From an optimization exercise on the open Yosys and OpenROAD flow, aimed at small area, a short achievable clock period and few clock cycles per item; shortcuts taken in it are not production practice. RTL that was checked went through simulation tests only; none was proved equivalent to the original.

## aes_dec_core
module aes_dec_core (
    input  logic         clk,
    input  logic         rst,
    input  logic         start,
    input  logic [127:0] key,
    input  logic [127:0] ciphertext,
    input  logic         step_en,
    output logic         busy,
    output logic         done,
    output logic [127:0] plaintext
);
Size in the first run: ~390 I/O pins, roughly 90000 µm² of cells after synthesis.
==> flow/config.mk <==
export PLATFORM = sky130hd
export DESIGN_NAME = aes_dec_core
export DESIGN_NICKNAME = aes_dec_core
export VERILOG_FILES = /design/flow/design.v
export SDC_FILE = /design/flow/constraint.sdc
export NUM_CORES = 4
export LEC_CHECK = 0
export CAP_MARGIN = 20
export CELL_PAD_IN_SITES_DETAIL_PLACEMENT = 1
export CELL_PAD_IN_SITES_GLOBAL_PLACEMENT = 2
export CORE_MARGIN = 2
export CORE_UTILIZATION = 30
export PLACE_DENSITY = 0.5
export SETUP_SLACK_MARGIN = 4.0
export SLEW_MARGIN = 20
==> flow/constraint.sdc <==
create_clock -name core_clock -period 8.0 [get_ports {clk}]
set_input_delay 1.6000 -clock core_clock [delete_from_list [all_inputs] [get_ports {clk}]]
set_output_delay 1.6000 -clock core_clock [all_outputs]
set_load 0.01 [all_outputs]
standard.sh (not shown) runs the stock make flow with config.mk's settings and CLKGATE_MAP_FILE= SYNTH_SCRIPT=/design/flow/synth_recipe.tcl, a recipe that flattens the netlist after the stock synthesis.
==> flow/flow/run.sh <==
#!/bin/bash
# Standard ORFS layout, with the synthesis technology mapping done by the ABC
# script in flow/abc_speed.script (area-oriented mapping, then sizing).
set -euo pipefail
cd "$(dirname "${BASH_SOURCE[0]}")/.."
W=$PWD
rm -rf "$W/scripts_own"
cp -r "$FLOW_HOME/scripts" "$W/scripts_own"
cp "$W/flow/abc_speed.script" "$W/scripts_own/abc_speed.script"
bash standard.sh SCRIPTS_DIR="$W/scripts_own" finish > "$W/standard_flow.log" 2>&1
==> flow/flow/abc_speed.script <==
&get -n
&st
&dch -f
&nf
&put
topo
stime -c
buffer -c
upsize -c
dnsize -c
The starting point completed without violations.
Testbench counts at the start, summed over its fixed seeds: cycles 6,361, blocks 560.
Next try:
- CORE_UTILIZATION: 30 -> 40
- PLACE_DENSITY: 0.5 -> 0.55
- SETUP_SLACK_MARGIN: 4.0 -> 4.5
What happened: The new run produced a clean layout; non-clock buffer count went up by 263; via count climbs by a few percent; wire length goes down by a little under a tenth; design area came out higher by a few percent; count of clock-buffer cells in the layout is higher by 4; register-to-register slack gets better by 270 ps.

---

Another version of the RTL of aes_dec_core (not shown whole).
Size: ~7500 cells after synthesis, ~1400 flip-flops.
Settings: LEC_CHECK=0, CAP_MARGIN=20, CELL_PAD_IN_SITES_DETAIL_PLACEMENT=1, CELL_PAD_IN_SITES_GLOBAL_PLACEMENT=2, CORE_MARGIN=2, CORE_UTILIZATION=40, CTS_BUF_LIST=sky130_fd_sc_hd__clkbuf_8, PLACE_DENSITY=0.55, SETUP_SLACK_MARGIN=4.8, SLEW_MARGIN=20; clock period 8.0 ns.
==> flow/flow/run.sh <==
#!/bin/bash
# Standard ORFS layout, with the synthesis technology mapping done by the ABC
# script in flow/abc_speed.script (area-oriented mapping, then sizing), and the
# port buffers made from the small buf_1 cell.
set -euo pipefail
cd "$(dirname "${BASH_SOURCE[0]}")/.."
W=$PWD
rm -rf "$W/scripts_own"
cp -r "$FLOW_HOME/scripts" "$W/scripts_own"
cp "$W/flow/abc_speed.script" "$W/scripts_own/abc_speed.script"
bash standard.sh SCRIPTS_DIR="$W/scripts_own" \
    "BUFFER_PORTS_ARGS=-buffer_cell sky130_fd_sc_hd__buf_1" finish > "$W/standard_flow.log" 2>&1
Scripts as last shown in full above: flow/flow/abc_speed.script
Testbench counts at the start, summed over its fixed seeds: cycles 6,353, blocks 560.
Edit:
Settings changed: CORE_UTILIZATION 40 to 50, PLACE_DENSITY 0.55 to 0.6, SETUP_SLACK_MARGIN 4.8 to 4.5.
What happened: Critical path depth climbs by 5; setup slack gets worse by 0.12 ns; die area drops by 20%; design area drops by 6.9%; count of clock-buffer cells in the layout drops by 12; hold slack gets better by 0.028 ns.
Edit:
==> flow/flow/run.sh (replaced) <==
#!/bin/bash
# Standard ORFS layout, with the synthesis technology mapping done by the ABC
# script in flow/abc_speed.script (area-oriented mapping, then sizing).
set -euo pipefail
cd "$(dirname "${BASH_SOURCE[0]}")/.."
W=$PWD
rm -rf "$W/scripts_own"
cp -r "$FLOW_HOME/scripts" "$W/scripts_own"
cp "$W/flow/abc_speed.script" "$W/scripts_own/abc_speed.script"
bash standard.sh SCRIPTS_DIR="$W/scripts_own" finish > "$W/standard_flow.log" 2>&1
Settings changed: CORE_UTILIZATION 50 to 40, CTS_BUF_LIST sky130_fd_sc_hd__clkbuf_8 to sky130_fd_sc_hd__clkbuf_4 sky130_fd_sc_hd__clkbuf_8, PLACE_DENSITY 0.6 to 0.55.
=> Wire length came out higher by a few percent; design area went up by a few percent; non-clock buffer count goes up by 91.
Edit:
Settings changed: CTS_BUF_LIST sky130_fd_sc_hd__clkbuf_4 sky130_fd_sc_hd__clkbuf_8 to not set.
First-iteration DRC count came out lower slightly. Final cell count decreases slightly. Register-to-register slack is better by 0.03 ns. Routed wire length decreases slightly. Clock skew went down by 0.040 ns. Die area stays the same.
Edit:
Settings changed: CTS_BUF_LIST set to sky130_fd_sc_hd__clkbuf_8.
=>
- first-iteration DRC count increases by 5.0%
- setup slack is better by 0.0080 ns
- die area does not change
- count of clock-buffer cells in the layout increases by 79
- via count increases by 1.1%
- utilization decreases by 0.27 points
- final cell count increases by 1.6%
- hold slack is worse by 0.035 ns

---

RTL: one of the versions met above, not the one the previous note started from.
Size in the first run: roughly 7300 cells after synthesis, ~1500 flip-flops, ~390 I/O pins, ~90000 um2 of cells after synthesis.
export LEC_CHECK = 0
export CAP_MARGIN = 20
export CELL_PAD_IN_SITES_DETAIL_PLACEMENT = 1
export CELL_PAD_IN_SITES_GLOBAL_PLACEMENT = 2
export CORE_MARGIN = 2
export CORE_UTILIZATION = 30
export PLACE_DENSITY = 0.5
export SETUP_SLACK_MARGIN = 5.0
export SLEW_MARGIN = 20
create_clock -name core_clock -period 8.0 [get_ports {clk}]
==> flow/flow/run.sh <==
#!/bin/bash
# Standard ORFS layout, with the synthesis technology mapping done by the ABC
# script in flow/abc_speed.script (area-oriented mapping, then sizing).
set -euo pipefail
cd "$(dirname "${BASH_SOURCE[0]}")/.."
W=$PWD
rm -rf "$W/scripts_own"
cp -r "$FLOW_HOME/scripts" "$W/scripts_own"
cp "$W/flow/abc_speed.script" "$W/scripts_own/abc_speed.script"
bash standard.sh SCRIPTS_DIR="$W/scripts_own" finish > "$W/standard_flow.log" 2>&1
Scripts as last shown in full above: flow/flow/abc_speed.script
Testbench counts at the start, summed over its fixed seeds: cycles 6,361, blocks 560.
==> next run, changes <==
- CORE_UTILIZATION: 30 -> 45
- PLACE_DENSITY: 0.5 -> 0.55
- SETUP_SLACK_MARGIN: 5.0 -> 4.5
What happened: The new run completed with no timing, DRC or antenna violations; synthesized area stays the same; wire length is lower by about 15%; register-to-register slack got worse by 50 ps; worst setup slack got worse by 52 ps; sequential share of layout area is higher by 3.9 points; cell count is lower by about 14%; utilization is higher by 15 points; sequential cell count is unchanged.
==> next run, changes <==
- CORE_UTILIZATION: 45 -> 30
- PLACE_DENSITY: 0.55 -> 0.5
=> Fmax goes down by 1.2%; worst setup slack loses 44 ps; critical path depth stays the same; flip-flop and latch count stays the same; worst hold slack loses 8.2 ps; sequential share of layout area goes down by 0.53 points.

---

aes_dec_core, a different RTL version from the one above (not shown whole).
For scale: ~530 flip-flops, roughly 390 I/O pins, roughly 65000 sq um of cells after synthesis.
export LEC_CHECK = 0
export CAP_MARGIN = 10
export CELL_PAD_IN_SITES_DETAIL_PLACEMENT = 1
export CELL_PAD_IN_SITES_GLOBAL_PLACEMENT = 2
export CORE_MARGIN = 2
export CORE_UTILIZATION = 30
export PLACE_DENSITY = 0.5
export SETUP_SLACK_MARGIN = 1.0
export SLEW_MARGIN = 10
create_clock -name core_clock -period 8.0 [get_ports {clk}]
Scripts as last shown in full above: flow/flow/run.sh, flow/flow/abc_speed.script
Testbench counts at the start, summed over its fixed seeds: cycles 6,488, blocks 560.
Next try:
==> flow/flow/abc_speed.script (replaced) <==
strash
dch -f
amap
topo
stime -c
buffer -c
upsize -c
dnsize -c
--- a/flow/config.mk
+++ b/flow/config.mk
@@ -8 +8 @@
-export CAP_MARGIN = 10
+export CAP_MARGIN = 20
@@ -14,2 +14 @@
-export SETUP_SLACK_MARGIN = 1.0
-export SLEW_MARGIN = 10
+export SLEW_MARGIN = 20
=>
- Now the flow finished but fails on negative setup slack
- final cell count came out higher by 40%
- clock skew hardly moves
- final area rises by 13%
- worst setup slack gets worse by 1.2 ns
- maximum frequency goes down by 14%
- utilization goes up by 10 points
- wire length is higher by 26%
- worst hold slack improved by 0.0088 ns
- clock-buffer cell count shrinks by 4
Next try:
==> flow/flow/abc_speed.script (replaced) <==
&get -n
&st
&dch -f
&nf
&put
topo
stime -c
buffer -c
upsize -c
dnsize -c
Result: Now the flow finished clean. Flip-flop and latch count is unchanged. Setup slack improved by 0.70 ns. Via count shrinks by well over a third. Routed wire length fell by a quarter to a third.
Next try:
==> flow/run.sh (new file) <==
#!/bin/bash
# synth_recipe.tcl (not shown) runs the flow's synth.tcl, then flattens the netlist and writes it again
# the make line also repeats each setting of config.mk as NAME=value (left out here)
make -C /OpenROAD-flow-scripts/flow DESIGN_CONFIG=/design/flow/config.mk WORK_HOME=/design/flow/orfs CLKGATE_MAP_FILE= SYNTH_SCRIPT=/design/flow/synth_recipe.tcl finish
removed: flow/flow/run.sh
removed: flow/flow/abc_speed.script
removed: flow/standard.sh
The changed run went through all stages and came out clean.
Non-clock buffer count rose by 11.
Count of clock-buffer cells in the layout went up by 10.
Setup slack improved by 0.027 ns.
Hold slack improves by 0.0057 ns.
Cell area is higher by 13%.
Global-route usage rose by 2.3 points.

---

The RTL this note starts from:
==> flow/design.v <==
module aes_dec_core (
    input  logic         clk,
    input  logic         rst,
    input  logic         start,
    input  logic [127:0] key,
    input  logic [127:0] ciphertext,
    input  logic         step_en,
    output logic         busy,
    output logic         done,
    output logic [127:0] plaintext
);
    function automatic logic [1:0] gf4_mul(input logic [1:0] a, input logic [1:0] b);
        logic t;
        t = a[1] & b[1];
        gf4_mul = {t ^ (a[1] & b[0]) ^ (a[0] & b[1]), t ^ (a[0] & b[0])};
    endfunction
    function automatic logic [3:0] gf16_mul(input logic [3:0] a, input logic [3:0] b);
        logic [1:0] t, u;
        t = gf4_mul(a[3:2], b[3:2]);
        u = gf4_mul(a[3:2] ^ a[1:0], b[3:2] ^ b[1:0]);
        gf16_mul = {u ^ gf4_mul(a[1:0], b[1:0]), {t[0] ^ t[1], t[1]} ^ gf4_mul(a[1:0], b[1:0])};
    endfunction
    function automatic logic [3:0] gf16_inv(input logic [3:0] a);
        case (a)
            4'h0: gf16_inv = 4'h0;
            4'h1: gf16_inv = 4'h1;
            4'h2: gf16_inv = 4'h3;
            4'h3: gf16_inv = 4'h2;
            4'h4: gf16_inv = 4'hf;
            4'h5: gf16_inv = 4'hc;
            4'h6: gf16_inv = 4'h9;
            4'h7: gf16_inv = 4'hb;
            4'h8: gf16_inv = 4'ha;
            4'h9: gf16_inv = 4'h6;
            4'ha: gf16_inv = 4'h8;
            4'hb: gf16_inv = 4'h7;
            4'hc: gf16_inv = 4'h5;
            4'hd: gf16_inv = 4'he;
            4'he: gf16_inv = 4'hd;
            4'hf: gf16_inv = 4'h4;
            default: gf16_inv = 4'h0;
        endcase
    endfunction
    function automatic logic [7:0] gf256_inv(input logic [7:0] a);
        logic [3:0] d;
        d = gf16_inv({a[4] ^ a[3], a[5] ^ a[2] ^ a[3], a[5] ^ a[7] ^ a[1] ^ a[2], a[4] ^ a[5] ^ a[6] ^ a[7] ^ a[0] ^ a[1] ^ a[3]} ^ gf16_mul(a[7:4], a[3:0]));
        gf256_inv = {gf16_mul(a[7:4], d), gf16_mul(a[7:4] ^ a[3:0], d)};
    endfunction
    function automatic logic [7:0] inv_sbox_a(input logic [7:0] x);
        inv_sbox_a = gf256_inv({x[1] ^ x[2] ^ x[6] ^ x[7], ~(x[0] ^ x[3]), x[3] ^ x[4] ^ x[5] ^ x[6], ~(x[1] ^ x[2] ^ x[7]), ~(x[5] ^ x[7]), x[1] ^ x[2] ^ x[6], x[2] ^ x[3] ^ x[5] ^ x[6], x[3]});
    endfunction
    function automatic logic [7:0] inv_sbox_b(input logic [7:0] t);
        inv_sbox_b = {t[1] ^ t[2] ^ t[5], t[2] ^ t[3] ^ t[6] ^ t[7], t[1] ^ t[2] ^ t[5] ^ t[7], t[1] ^ t[3] ^ t[4], t[1] ^ t[4] ^ t[6] ^ t[7], t[1] ^ t[4] ^ t[5], t[4] ^ t[6] ^ t[7], t[0] ^ t[1] ^ t[2] ^ t[4]};
    endfunction
    function automatic logic [7:0] sbox_a(input logic [7:0] x);
        sbox_a = gf256_inv({x[5] ^ x[7], x[1] ^ x[2] ^ x[3] ^ x[4] ^ x[5] ^ x[6], x[1] ^ x[4] ^ x[6] ^ x[7], x[2] ^ x[3] ^ x[4] ^ x[6] ^ x[7], x[1] ^ x[2] ^ x[6] ^ x[7], x[3] ^ x[4] ^ x[6], x[1] ^ x[3], x[0] ^ x[1] ^ x[2] ^ x[3] ^ x[7]});
    endfunction
    function automatic logic [7:0] sbox_b(input logic [7:0] t);
        sbox_b = {t[2] ^ t[7], ~(t[4] ^ t[7]), ~(t[2] ^ t[3] ^ t[7]), t[0] ^ t[2] ^ t[3] ^ t[4] ^ t[5], t[0], t[0] ^ t[1] ^ t[2] ^ t[3] ^ t[4], ~(t[0] ^ t[1] ^ t[3] ^ t[7]), ~(t[0] ^ t[6])};
    endfunction
    function automatic logic [7:0] xtime(input logic [7:0] x);
        xtime = {x[6:0], 1'b0} ^ (x[7] ? 8'h1b : 8'h00);
    endfunction
    function automatic logic [7:0] inv_xtime(input logic [7:0] x);
        inv_xtime = x[0] ? {1'b1, x[7:1] ^ 7'h0d} : {1'b0, x[7:1]};
    endfunction
    function automatic logic [31:0] inv_mix_col(input logic [31:0] col);
        logic [7:0] a0, a1, a2, a3, b0, b1, b2, b3, u, v, t;
        a0 = col[31:24];
        a1 = col[23:16];
        a2 = col[15:8];
        a3 = col[7:0];
        u  = xtime(xtime(a0 ^ a2));
        v  = xtime(xtime(a1 ^ a3));
        b0 = a0 ^ u;
        b1 = a1 ^ v;
        b2 = a2 ^ u;
        b3 = a3 ^ v;
        t  = b0 ^ b1 ^ b2 ^ b3;
        inv_mix_col = {b0 ^ t ^ xtime(b0 ^ b1), b1 ^ t ^ xtime(b1 ^ b2),
                       b2 ^ t ^ xtime(b2 ^ b3), b3 ^ t ^ xtime(b3 ^ b0)};
    endfunction
    function automatic logic [127:0] inv_mix(input logic [127:0] s);
        inv_mix = {inv_mix_col(s[127:96]), inv_mix_col(s[95:64]),
                   inv_mix_col(s[63:32]), inv_mix_col(s[31:0])};
    endfunction
    function automatic logic [127:0] round_a(input logic [127:0] s);
        logic [127:0] o;
        logic [3:0]   dst;
        logic [3:0]   src;
        o = '0;
        for (int i = 0; i < 16; i++) begin
            dst = 4'(i);
            src = {dst[3:2] - dst[1:0], dst[1:0]};
            o[127 - 8*i -: 8] = inv_sbox_a(s[127 - 8*int'(src) -: 8]);
        end
        round_a = o;
    endfunction
    function automatic logic [127:0] round_b(input logic [127:0] p);
        logic [127:0] o;
        o = '0;
        for (int i = 0; i < 16; i++) o[127 - 8*i -: 8] = inv_sbox_b(p[127 - 8*i -: 8]);
        round_b = o;
    endfunction
    function automatic logic [31:0] key_a(input logic [31:0] w);
        key_a = {sbox_a(w[23:16]), sbox_a(w[15:8]), sbox_a(w[7:0]), sbox_a(w[31:24])};
    endfunction
    function automatic logic [31:0] key_b(input logic [31:0] m);
        key_b = {sbox_b(m[31:24]), sbox_b(m[23:16]), sbox_b(m[15:8]), sbox_b(m[7:0])};
    endfunction
    logic [127:0] s_r, p_r, ra_r, rb_r;
    logic [31:0]  m_r;
    logic         a_act_r, b_act_r;
    logic [7:0]   a_rc_r, b_rc_r;
    logic [127:0] k10c_r;          
    logic [127:0] k0c_r;           
    logic         kv_r;
    logic [127:0] pt_r;
    logic         busy_r, done_r;
    logic         x_act_r;         
    logic         x_rdy_r;         
    logic         x_half_r;        
    logic [127:0] x_ct_r;
    logic [127:0] x_k_r;
    logic [31:0]  x_m_r;
    logic [7:0]   x_rc_r;
    logic [127:0] kdec, z, x_next, ld_src;
    logic [31:0]  x_sub;
    logic         fin, afree, hit, accept, direct, mv, to_x, load;
    assign kdec = {rb_r[127:96] ^ key_b(m_r) ^ {b_rc_r, 24'h0}, rb_r[127:96] ^ rb_r[95:64],
                   rb_r[95:64] ^ rb_r[63:32], rb_r[63:32] ^ rb_r[31:0]};
    assign z    = round_b(p_r) ^ kdec;
    assign fin  = b_act_r && (b_rc_r == 8'h01);
    assign afree = !b_act_r || fin;
    assign x_sub = key_b(x_m_r);
    always_comb begin
        x_next[127:96] = x_k_r[127:96] ^ x_sub ^ {x_rc_r, 24'h0};
        x_next[95:64]  = x_k_r[95:64] ^ x_next[127:96];
        x_next[63:32]  = x_k_r[63:32] ^ x_next[95:64];
        x_next[31:0]   = x_k_r[31:0] ^ x_next[63:32];
    end
    assign hit    = kv_r && (key == k0c_r);
    assign accept = start && !busy_r;
    assign direct = accept && hit && step_en && afree;
    assign to_x   = accept && !direct;
    assign mv     = x_act_r && x_rdy_r && step_en && afree;
    assign load   = direct || mv;
    assign ld_src = mv ? x_ct_r : ciphertext;
    always_ff @(posedge clk) begin
        if (rst) begin
            a_act_r <= 1'b0;
            b_act_r <= 1'b0;
            x_act_r <= 1'b0;
            kv_r    <= 1'b0;
            busy_r  <= 1'b0;
            done_r  <= 1'b0;
        end else begin
            done_r <= step_en && fin;
            if (step_en) begin
                b_act_r <= a_act_r;
                a_act_r <= load || (b_act_r && !fin);
            end
            if (to_x) begin
                x_act_r <= 1'b1;
                kv_r    <= hit;
            end else if (mv) begin
                x_act_r <= 1'b0;
            end else if (x_act_r && !x_rdy_r && step_en && x_half_r && x_rc_r == 8'h36) begin
                kv_r    <= 1'b1;
            end
            busy_r <= to_x || (x_act_r && !mv);
        end
        if (step_en) begin
            p_r    <= round_a(s_r);
            rb_r   <= ra_r;
            m_r    <= key_a(ra_r[31:0] ^ ra_r[63:32]);
            b_rc_r <= a_rc_r;
            if (load) begin
                s_r    <= ld_src ^ k10c_r;
                ra_r   <= k10c_r;
                a_rc_r <= 8'h36;
            end else begin
                s_r    <= inv_mix(z);
                ra_r   <= kdec;
                a_rc_r <= inv_xtime(b_rc_r);
            end
            if (fin) pt_r <= z;
        end
        if (to_x) begin
            x_rdy_r  <= hit;
            x_half_r <= 1'b0;
            x_ct_r   <= ciphertext;
            x_k_r    <= key;
            x_rc_r   <= 8'h01;
            k0c_r    <= key;
        end else if (x_act_r && !x_rdy_r && step_en) begin
            x_half_r <= !x_half_r;
            if (x_half_r) begin
                x_k_r  <= x_next;
                x_rc_r <= xtime(x_rc_r);
                if (x_rc_r == 8'h36) begin
                    x_rdy_r <= 1'b1;
                    k10c_r  <= x_next;
                end
            end
        end
        if (step_en) x_m_r <= key_a(x_k_r[31:0]);
    end
    assign busy      = busy_r;
    assign done      = done_r;
    assign plaintext = pt_r;
endmodule
clock: 8.0 ns
lec_check: 0
cap_margin: 20
cell_pad_in_sites_detail_placement: 1
cell_pad_in_sites_global_placement: 2
core_margin: 2
core_utilization: 30
place_density: 0.5
setup_slack_margin: 2.5
slew_margin: 20
==> flow/flow/run.sh <==
#!/bin/bash
# Standard ORFS layout, with the synthesis technology mapping done by the ABC
# script in flow/abc_speed.script (area-oriented mapping, then sizing).
set -euo pipefail
cd "$(dirname "${BASH_SOURCE[0]}")/.."
W=$PWD
rm -rf "$W/scripts_own"
cp -r "$FLOW_HOME/scripts" "$W/scripts_own"
cp "$W/flow/abc_speed.script" "$W/scripts_own/abc_speed.script"
bash standard.sh SCRIPTS_DIR="$W/scripts_own" finish > "$W/standard_flow.log" 2>&1
==> flow/flow/abc_speed.script <==
&get -n
&st
&dch -f
&nf
&put
topo
stime -c
buffer -c
upsize -c
dnsize -c
Next try:
--- a/flow/config.mk
+++ b/flow/config.mk
@@ -13,3 +13,3 @@
 export PLACE_DENSITY = 0.5
-export SETUP_SLACK_MARGIN = 2.5
+export SETUP_SLACK_MARGIN = 3.2
 export SLEW_MARGIN = 20
What happened: Cell area increases by a few percent.
No functional check of the RTL was part of any run of this note.

-- afterwards: timing with drivers on the ports --
The flow's constraints put no driver on any port. The routed layouts listed below were extracted and timed again, unchanged, in two steps. Step 1 (the two cells are an assumption about what drives the block):
set clk [get_ports {clk}]
set_driving_cell -lib_cell sky130_fd_sc_hd__clkbuf_16 $clk
set_driving_cell -lib_cell sky130_fd_sc_hd__buf_2 [delete_from_list [all_inputs] $clk]
Step 2 adds t to the input delays and takes it off the output delays; t is the mean of the earliest and latest rising clock arrival at the registers after step 1. Input paths then give back, and output paths get back, about the clock's delay inside the block. Three values: no drivers, after step 1, after step 2; two values: the first two.
run	t, ns	setup WS [ns]	hold WS [ns]
the first run of note 1	0.968	4.065 / 4.065 / 3.221	0.413 / 0.413 / 0.413
the second run of note 1	0.923	4.337 / 4.337 / 3.722	0.413 / 0.413 / 0.413
the first run of note 2	1.114	4.620 / 4.529 / 3.722	0.380 / 0.380 / 0.380
the second run of note 2	1.093	4.497 / 4.486 / 3.468	0.407 / 0.407 / 0.407
the third run of note 2	1.108	4.509 / 4.502 / 3.466	0.363 / 0.363 / 0.363
the fourth run of note 2	0.922	4.546 / 4.478 / 3.692	0.397 / 0.397 / 0.397
the fifth run of note 2	1.115	4.554 / 4.490 / 3.551	0.363 / 0.363 / 0.363
the first run of note 3	0.965	4.366 / 4.366 / 4.042	0.408 / 0.408 / 0.408
the second run of note 3	0.917	4.314 / 4.314 / 3.672	0.418 / 0.418 / 0.418
the third run of note 3	0.952	4.270 / 4.270 / 3.625	0.409 / 0.409 / 0.409
the first run of note 4	0.817	0.751 / 0.751 / 0.751	0.508 / 0.508 / 0.508
the second run of note 4	0.830	-0.464 / -0.464 / -0.464	0.516 / 0.516 / 0.516
the third run of note 4	0.805	0.237 / 0.237 / 0.237	0.512 / 0.512 / 0.512
the fourth run of note 4	0.828	0.264 / 0.264 / 0.264	0.518 / 0.518 / 0.518
the first run of note 5	0.930	2.745 / 2.824 / 1.894	0.395 / 0.395 / 0.395
the second run of note 5	0.936	3.260 / 3.260 / 2.426	0.410 / 0.410 / 0.410
For the third run of note 2, which loses most, drivers alone change the setup slack by -0.007 ns; drivers and shift together by -1.043 ns.
